This design comes from an exercise in tuning for small area, a short achievable clock period and few clock cycles per item on the open sky130 flow, not from production work. Only simulation tests tie the RTL to the original design; equivalence was not proved.

### flow/run.sh
#!/bin/bash
# synth_recipe.tcl (not shown) runs the flow's synth.tcl, then flattens the netlist and writes it again
# the make line also repeats each setting of config.mk as NAME=value (left out here)
make -C /OpenROAD-flow-scripts/flow DESIGN_CONFIG=/design/flow/config.mk WORK_HOME=/design/flow/orfs CLKGATE_MAP_FILE= SYNTH_SCRIPT=/design/flow/synth_recipe.tcl finish
### flow/config.mk
export PLATFORM = sky130hd
export DESIGN_NAME = enigma_top
export DESIGN_NICKNAME = enigma_top
export VERILOG_FILES = /design/flow/design.v
export SDC_FILE = /design/flow/constraint.sdc
export NUM_CORES = 4
export LEC_CHECK = 0
export CAP_MARGIN = 20
export CORE_MARGIN = 2
export CORE_UTILIZATION = 40
export SLEW_MARGIN = 20
### flow/constraint.sdc
create_clock -name core_clock -period 21.0 [get_ports {clk}]
set_input_delay 4.2000 -clock core_clock [delete_from_list [all_inputs] [get_ports {clk}]]
set_output_delay 4.2000 -clock core_clock [all_outputs]
set_load 0.01 [all_outputs]
### flow/design.v
module enigma_top (
  input  logic         clk,
  input  logic         reset_n,
  input  logic         set,
  input  logic         en,
  input  logic         valid,
  input  logic         dec,
  input  logic [7:0]   din,
  input  logic [31:0]  first_offset,
  input  logic [31:0]  second_offset,
  input  logic [31:0]  third_offset,
  input  logic [31:0]  first_delay,
  input  logic [31:0]  second_delay,
  input  logic [31:0]  third_delay,
  input  logic [207:0] first_idx_in,
  input  logic [207:0] second_idx_in,
  input  logic [207:0] third_idx_in,
  input  logic [207:0] reflector_idx_in,
  output logic [7:0]   dout,
  output logic         done
);
  typedef enum logic [3:0] {
    S_IDLE, S_PREP, S_F1, S_F2, S_F3, S_RF, S_B3, S_B2, S_B1
  } state_t;
  typedef logic [129:0] tbl_t;
  function automatic logic [4:0] add26(input logic [4:0] a, input logic [4:0] b);
    logic [5:0] s;
    s = {1'b0, a} + {1'b0, b};
    if (s >= 6'd26) s = s - 6'd26;
    add26 = s[4:0];
  endfunction
  function automatic logic [4:0] sub26(input logic [4:0] a, input logic [4:0] b);
    if (a >= b) sub26 = a - b;
    else sub26 = a + 5'd26 - b;
  endfunction
  function automatic logic [4:0] inc26(input logic [4:0] a);
    inc26 = (a == 5'd25) ? 5'd0 : a + 5'd1;
  endfunction
  function automatic logic [4:0] dec26(input logic [4:0] a);
    dec26 = (a == 5'd0) ? 5'd25 : a - 5'd1;
  endfunction
  function automatic logic [4:0] mod26(input logic [31:0] v);
    mod26 = 5'(v % 32'd26);
  endfunction
  function automatic tbl_t to_tbl(input logic [207:0] v);
    tbl_t t;
    for (int i = 0; i < 26; i++) t[5*i +: 5] = 5'(v[8*i +: 8] - 8'd65);
    to_tbl = t;
  endfunction
  function automatic tbl_t inv_tbl(input tbl_t t);
    tbl_t r;
    r = '0;
    for (int j = 0; j < 26; j++)
      for (int i = 0; i < 26; i++)
        if (t[5*i +: 5] == 5'(j)) r[5*j +: 5] = 5'(i);
    inv_tbl = r;
  endfunction
  function automatic logic [4:0] rotor(input tbl_t t, input logic [4:0] x, input logic [4:0] p);
    rotor = sub26(t[5*add26(x, p) +: 5], p);
  endfunction
  state_t      state_q, state_d;
  logic [7:0]  dout_q, dout_d;
  logic        done_q, done_d;
  logic [7:0]  din_q, din_d;
  logic        letter_q, letter_d;
  logic        dec_q, dec_d;
  logic [4:0]  x_q, x_d;
  logic [4:0]  p1_q, p1_d, p2_q, p2_d, p3_q, p3_d;
  logic [31:0] c1_q, c1_d, c2_q, c2_d, c3_q, c3_d;
  logic [31:0] dly1_q, dly1_d, dly2_q, dly2_d, dly3_q, dly3_d;
  tbl_t        w1_q, w1_d, w2_q, w2_d, w3_q, w3_d;
  tbl_t        wi1_q, wi1_d, wi2_q, wi2_d, wi3_q, wi3_d;
  tbl_t        ref_q, ref_d;
  logic        is_up, is_low, letter_in;
  logic [4:0]  x_in, y_b1;
  logic [31:0] d1, d2, d3;
  always_comb begin
    is_up = (din >= 8'd65) && (din <= 8'd90);
    is_low = 1'b0;
    letter_in = is_up || is_low;
    x_in      = is_low ? 5'(din - 8'd97) : 5'(din - 8'd65);
    d1 = (dly1_q == 32'd0) ? 32'd1 : dly1_q;
    d2 = (dly2_q == 32'd0) ? 32'd1 : dly2_q;
    d3 = (dly3_q == 32'd0) ? 32'd1 : dly3_q;
    y_b1 = rotor(wi1_q, x_q, p1_q);
    state_d  = state_q;
    dout_d   = dout_q;
    done_d   = 1'b0;
    din_d    = din_q;
    letter_d = letter_q;
    dec_d    = dec_q;
    x_d      = x_q;
    p1_d = p1_q;  p2_d = p2_q;  p3_d = p3_q;
    c1_d = c1_q;  c2_d = c2_q;  c3_d = c3_q;
    dly1_d = dly1_q;  dly2_d = dly2_q;  dly3_d = dly3_q;
    w1_d = w1_q;  w2_d = w2_q;  w3_d = w3_q;
    wi1_d = wi1_q;  wi2_d = wi2_q;  wi3_d = wi3_q;
    ref_d = ref_q;
    if (set) begin
      state_d = S_IDLE;
      p1_d = mod26(first_offset);
      p2_d = mod26(second_offset);
      p3_d = mod26(third_offset);
      c1_d = '0;  c2_d = '0;  c3_d = '0;
      dly1_d = first_delay;  dly2_d = second_delay;  dly3_d = third_delay;
      w1_d  = to_tbl(first_idx_in);
      w2_d  = to_tbl(second_idx_in);
      w3_d  = to_tbl(third_idx_in);
      ref_d = to_tbl(reflector_idx_in);
      wi1_d = inv_tbl(w1_d);
      wi2_d = inv_tbl(w2_d);
      wi3_d = inv_tbl(w3_d);
    end else begin
      case (state_q)
        S_IDLE: begin
          if (valid && en) begin
            din_d    = din;
            dec_d    = dec;
            letter_d = letter_in;
            x_d      = x_in;
            state_d  = S_PREP;
          end
        end
        S_PREP: begin
          if (letter_q && dec_q) begin
            if (c1_q == 32'd0) begin
              c1_d = d1 - 32'd1;
              p1_d = dec26(p1_q);
              if (c2_q == 32'd0) begin
                c2_d = d2 - 32'd1;
                p2_d = dec26(p2_q);
                if (c3_q == 32'd0) begin
                  c3_d = d3 - 32'd1;
                  p3_d = dec26(p3_q);
                end else begin
                  c3_d = c3_q - 32'd1;
                end
              end else begin
                c2_d = c2_q - 32'd1;
              end
            end else begin
              c1_d = c1_q - 32'd1;
            end
          end
          state_d = S_F1;
        end
        S_F1: begin x_d = rotor(w1_q, x_q, p1_q);  state_d = S_F2; end
        S_F2: begin x_d = rotor(w2_q, x_q, p2_q);  state_d = S_F3; end
        S_F3: begin x_d = rotor(w3_q, x_q, p3_q);  state_d = S_RF; end
        S_RF: begin x_d = ref_q[5*x_q +: 5];       state_d = S_B3; end
        S_B3: begin x_d = rotor(wi3_q, x_q, p3_q); state_d = S_B2; end
        S_B2: begin x_d = rotor(wi2_q, x_q, p2_q); state_d = S_B1; end
        S_B1: begin
          done_d  = 1'b1;
          dout_d  = letter_q ? (8'd65 + {3'b000, y_b1}) : din_q;
          state_d = S_IDLE;
          if (letter_q && !dec_q) begin
            c1_d = c1_q + 32'd1;
            if (c1_d == d1) begin
              c1_d = '0;
              p1_d = inc26(p1_q);
              c2_d = c2_q + 32'd1;
              if (c2_d == d2) begin
                c2_d = '0;
                p2_d = inc26(p2_q);
                c3_d = c3_q + 32'd1;
                if (c3_d == d3) begin
                  c3_d = '0;
                  p3_d = inc26(p3_q);
                end
              end
            end
          end
        end
        default: state_d = S_IDLE;
      endcase
    end
  end
  always_ff @(posedge clk) begin
    if (reset_n) begin
      state_q  <= S_IDLE;
      dout_q   <= '0;
      done_q   <= 1'b0;
      din_q    <= '0;
      letter_q <= 1'b0;
      dec_q    <= 1'b0;
      x_q      <= '0;
      p1_q <= '0;  p2_q <= '0;  p3_q <= '0;
      c1_q <= '0;  c2_q <= '0;  c3_q <= '0;
      dly1_q <= '0;  dly2_q <= '0;  dly3_q <= '0;
      w1_q <= '0;  w2_q <= '0;  w3_q <= '0;
      wi1_q <= '0;  wi2_q <= '0;  wi3_q <= '0;
      ref_q <= '0;
    end else begin
      state_q  <= state_d;
      dout_q   <= dout_d;
      done_q   <= done_d;
      din_q    <= din_d;
      letter_q <= letter_d;
      dec_q    <= dec_d;
      x_q      <= x_d;
      p1_q <= p1_d;  p2_q <= p2_d;  p3_q <= p3_d;
      c1_q <= c1_d;  c2_q <= c2_d;  c3_q <= c3_d;
      dly1_q <= dly1_d;  dly2_q <= dly2_d;  dly3_q <= dly3_d;
      w1_q <= w1_d;  w2_q <= w2_d;  w3_q <= w3_d;
      wi1_q <= wi1_d;  wi2_q <= wi2_d;  wi3_q <= wi3_d;
      ref_q <= ref_d;
    end
  end
  assign dout = dout_q;
  assign done = done_q;
endmodule
==> results.cfg <==
[yosys]
yosys.area_share.simple = 0.288
synth-adder-area-share = 0.0577
async_reset_ff_frac = 0
yosysTopAreaCellShare = 0.192
synth_top_area_cell = dfxtp_1
yosysSeqAreaShare = 0.192
ys_seq_elements = 1145
syn_area_per_cell_um2 = 7.04
synth_area_leaders = dfxtp_1, nor2_1, nand2_1, o21ai_0, ha_1
synth_fp_nets = 18500
synthMuxAreaShare = 0.0653
synth_top_family_by_area = simple AND/OR/NAND/NOR gates
synth_area_um2 = 119000
synth-edff-count = 0
synth_xor_area_frac = 0.0668
ys_types = 194
synth_most_common_cell = nor2_1
syn_inst = 16900
yosysWarnings = 1
ys.flop_type = dfxtp_1
ys_top_cells_by_count = nor2_1, nand2_1, o21ai_0
synth_compound_area_frac = 0.278

[clock_network]
cts_max_path_buffers = 4
cts.clk_slew.worst_paths_ns = 0.06
clock-sinks = 1145
cts_tree = yes
hold_buffers = 0
clk_latency_ns = 0.85
numCtsBuffers = 146
cts_root_buf = clkbuf_16
htree_levels = 4

[hold_path]
worstHoldPathType = reg2reg

[placed_design]
placed_cell_area_um2 = 132000
dp_hpwl_um = 423000
dp.cells = 21300
globalplace.congestion = 1.03
io_buffers = 734

[detailed_routing]
avgRoutedWirePerCell_um = 24.3
dr.pass1.iters = 8
route.detailed.drc = 0
drt-total-wl_um = 526000
num_vias = 132000
drt_iter0_drc = 15200
postRouteAntennaNets = 0
vias_per_cell = 6.10

[die]
die_h_um = 550
die_area_um2 = 302000
core_area_um2 = 297000
die_w_um = 550
start_util = 0.402
rows = 200
ioPinCount = 1047

[timing]
rsz0062_at_grt = false
maxSlewHeadroom = 0.0843
finalCritPeriodShare = 0.949
setup_viol = 0
finalHoldViolCount = 0
worst_hold_slack_ns = 0.433
fmax_mhz = 50.2
fin_crit_ns = 19.93
slew_violations = 0
fin_skew_ns = 0.0756
tightest_slew_ns = 1.36
setup_tns_ns = 0

[setup_path]
cpPeakStageDelay_ns = 0.68
crit_top_cell = buf_4
required_ns = 21.63
worstPathArrival_ns = 20.56
critPathLaunchType = primary input
endpoint_kind = flip-flop
crit_fanout = 21
cp_slowest_cell = o31ai_1
critical-path-top-delay-family = compound AO/OA/AOI/OAI gates
critPathKind = in2reg
crit_buf_inv = 5

[grt]
grt_pass1_wl_um = 768000
gr-usage-all-layers = 0.331
first_global_vias = 121000
antenna_found_initial = 62
grt_max_degree = 145
grt-ovfl-total = 0

[layout]
area_growth_pct = 15.0
utilization = 0.462
instances_no_fill = 21600
fin_area_um2 = 137000
drive_above_1_share = 0.0923
layout.nets = 19100

[outcome]
outcome = timing/DRC/antenna clean

[flow_run]
maxCapViolCount = 0
per-stage QoR:
step	setup WS, ns
after detailed placement	-0.346
after floorplan	2.22
after CTS	0.481
final	1.07
after global routing	0.0167
after global placement	-0.283
sequential cells by signal, indices dropped and copies added, names as in the netlist, 130 cells and up:
name and cells:
wi2_q 130, wi1_q 130, w3_q 130, wi3_q 130, ref_q 130, w1_q 130
w2_q 130
layout make-up:
cell class,instances,area [µm²]
antenna,45,113
clock buffer,187,4080
clock inverter,71,923
fill,30900,160000
inverter,444,1680
multi-input combinational,14500,90400
sequential,1145,22900
tap,3939,4930
timing repair buffer,1327,11900
worst register-to-register path: cells and delay by family, from the launching register on:
| family | cells | cell delay, ns |
|---|---|---|
| flip-flops | 1 | 0.72 |
| multiplexers | 3 | 1.16 |
| buffers and inverters | 2 | 1.11 |
| XOR/XNOR | 3 | 0.54 |
| AO/OA/AOI/OAI | 10 | 2.48 |
| AND/OR/NAND/NOR | 6 | 0.76 |
| adder cells (fa/ha/maj) | 2 | 0.73 |
what timing repair did:
item                       4_1_cts  5_1_grt
setup buffers                    0        4
setup endpoints to repair        0       12
resized for setup                0       47
metal layers:
layer	track usage	share of wire
met1	0.451	0.43
met2	0.506	0.43
met3	0.0579	0.086
met4	0.151	0.050
met5	0	0.00064
layout by cell type (no fill, tap or decap), types with 37 or more instances in the layout:
cell type        synthesis  routed
nor2_1                2628    2616
nand2_1               2538    2536
o21ai_0               1511    1509
dfxtp_1               1145    1143
a21oi_1                810     808
a211oi_1               770     768
clkdlybuf4s50_1          0     724
buf_4                   15     588
nand3_1                577     576
xnor2_1                543     534
ha_1                   509     506
inv_1                  422     422
and2_1                 351     351
xor2_1                 351     350
nor3_1                 339     338
mux4_2                 229     229
mux2i_1                228     225
a31oi_1                204     202
and3_1                 194     192
nand4_1                152     152
clkbuf_16                0     147
a22oi_1                147     146
nor2b_1                124     124
o211ai_1               117     117
nor3b_1                116     116
or2_2                  115     114
nor4_1                 115     112
a211o_1                102     102
a311oi_1               102     102
o31ai_1                102     100
a21o_1                  89      89
o32ai_1                 71      71
o22ai_1                 66      65
o221ai_1                61      60
nand2b_1                54      54
o21ai_1                 53      53
or3_1                   48      48
diode_2                  0      45
a32oi_1                 41      41
o211a_1                 37      37
cells by family after synthesis:
kind of cell,after synthesis
and+or+nand+nor,7602
xor gates and xnor gates,902
buffers and inverters,1326
muxes,485
AOI/OAI and AO/OA,4924
DFF,1145
adders and majority gates,538
final timing paths:
| kind | startpoint | endpoint | slack, ns | cells after the start |
|---|---|---|---|---|
| setup / recovery | first_offset[31] | p1_q[3] | 1.07 | 59 |
| hold / removal | wi1_q[26] | wi1_q[26] | 0.43 | 2 |
| setup reg to reg | p1_q[1] | dout_q[4] | 13.40 | 26 |
| hold reg to reg | wi1_q[26] | wi1_q[26] | 0.43 | 2 |
Testbench counts, summed over its fixed seeds: cycles 283,608, chars 31,512.

-- static timing again, ports no longer ideal --
The results above use ideal ports. As a check the final layout listed here was re-extracted and re-timed, cells and wires unchanged. Step 1 sets driving cells, clkbuf_16 on the clock port and buf_2 on the other inputs (assumed; they add their load-dependent delay and slew). Step 2, shift: input delay + t, output delay - t, t = (earliest + latest rising clock arrival at the registers) / 2. This alone moves slack from input paths to output paths. Slacks: ideal ports / drivers / drivers and shift; pairs: ideal ports / drivers.
t (ns): 0.924
setup WS [ns]: 1.069 / 1.148 / 0.224
pins driven straight from the clock port: 1
After both steps this run still meets setup and hold. The setup slack of this run moves by +0.079 ns with the drivers and by -0.845 ns with both steps.
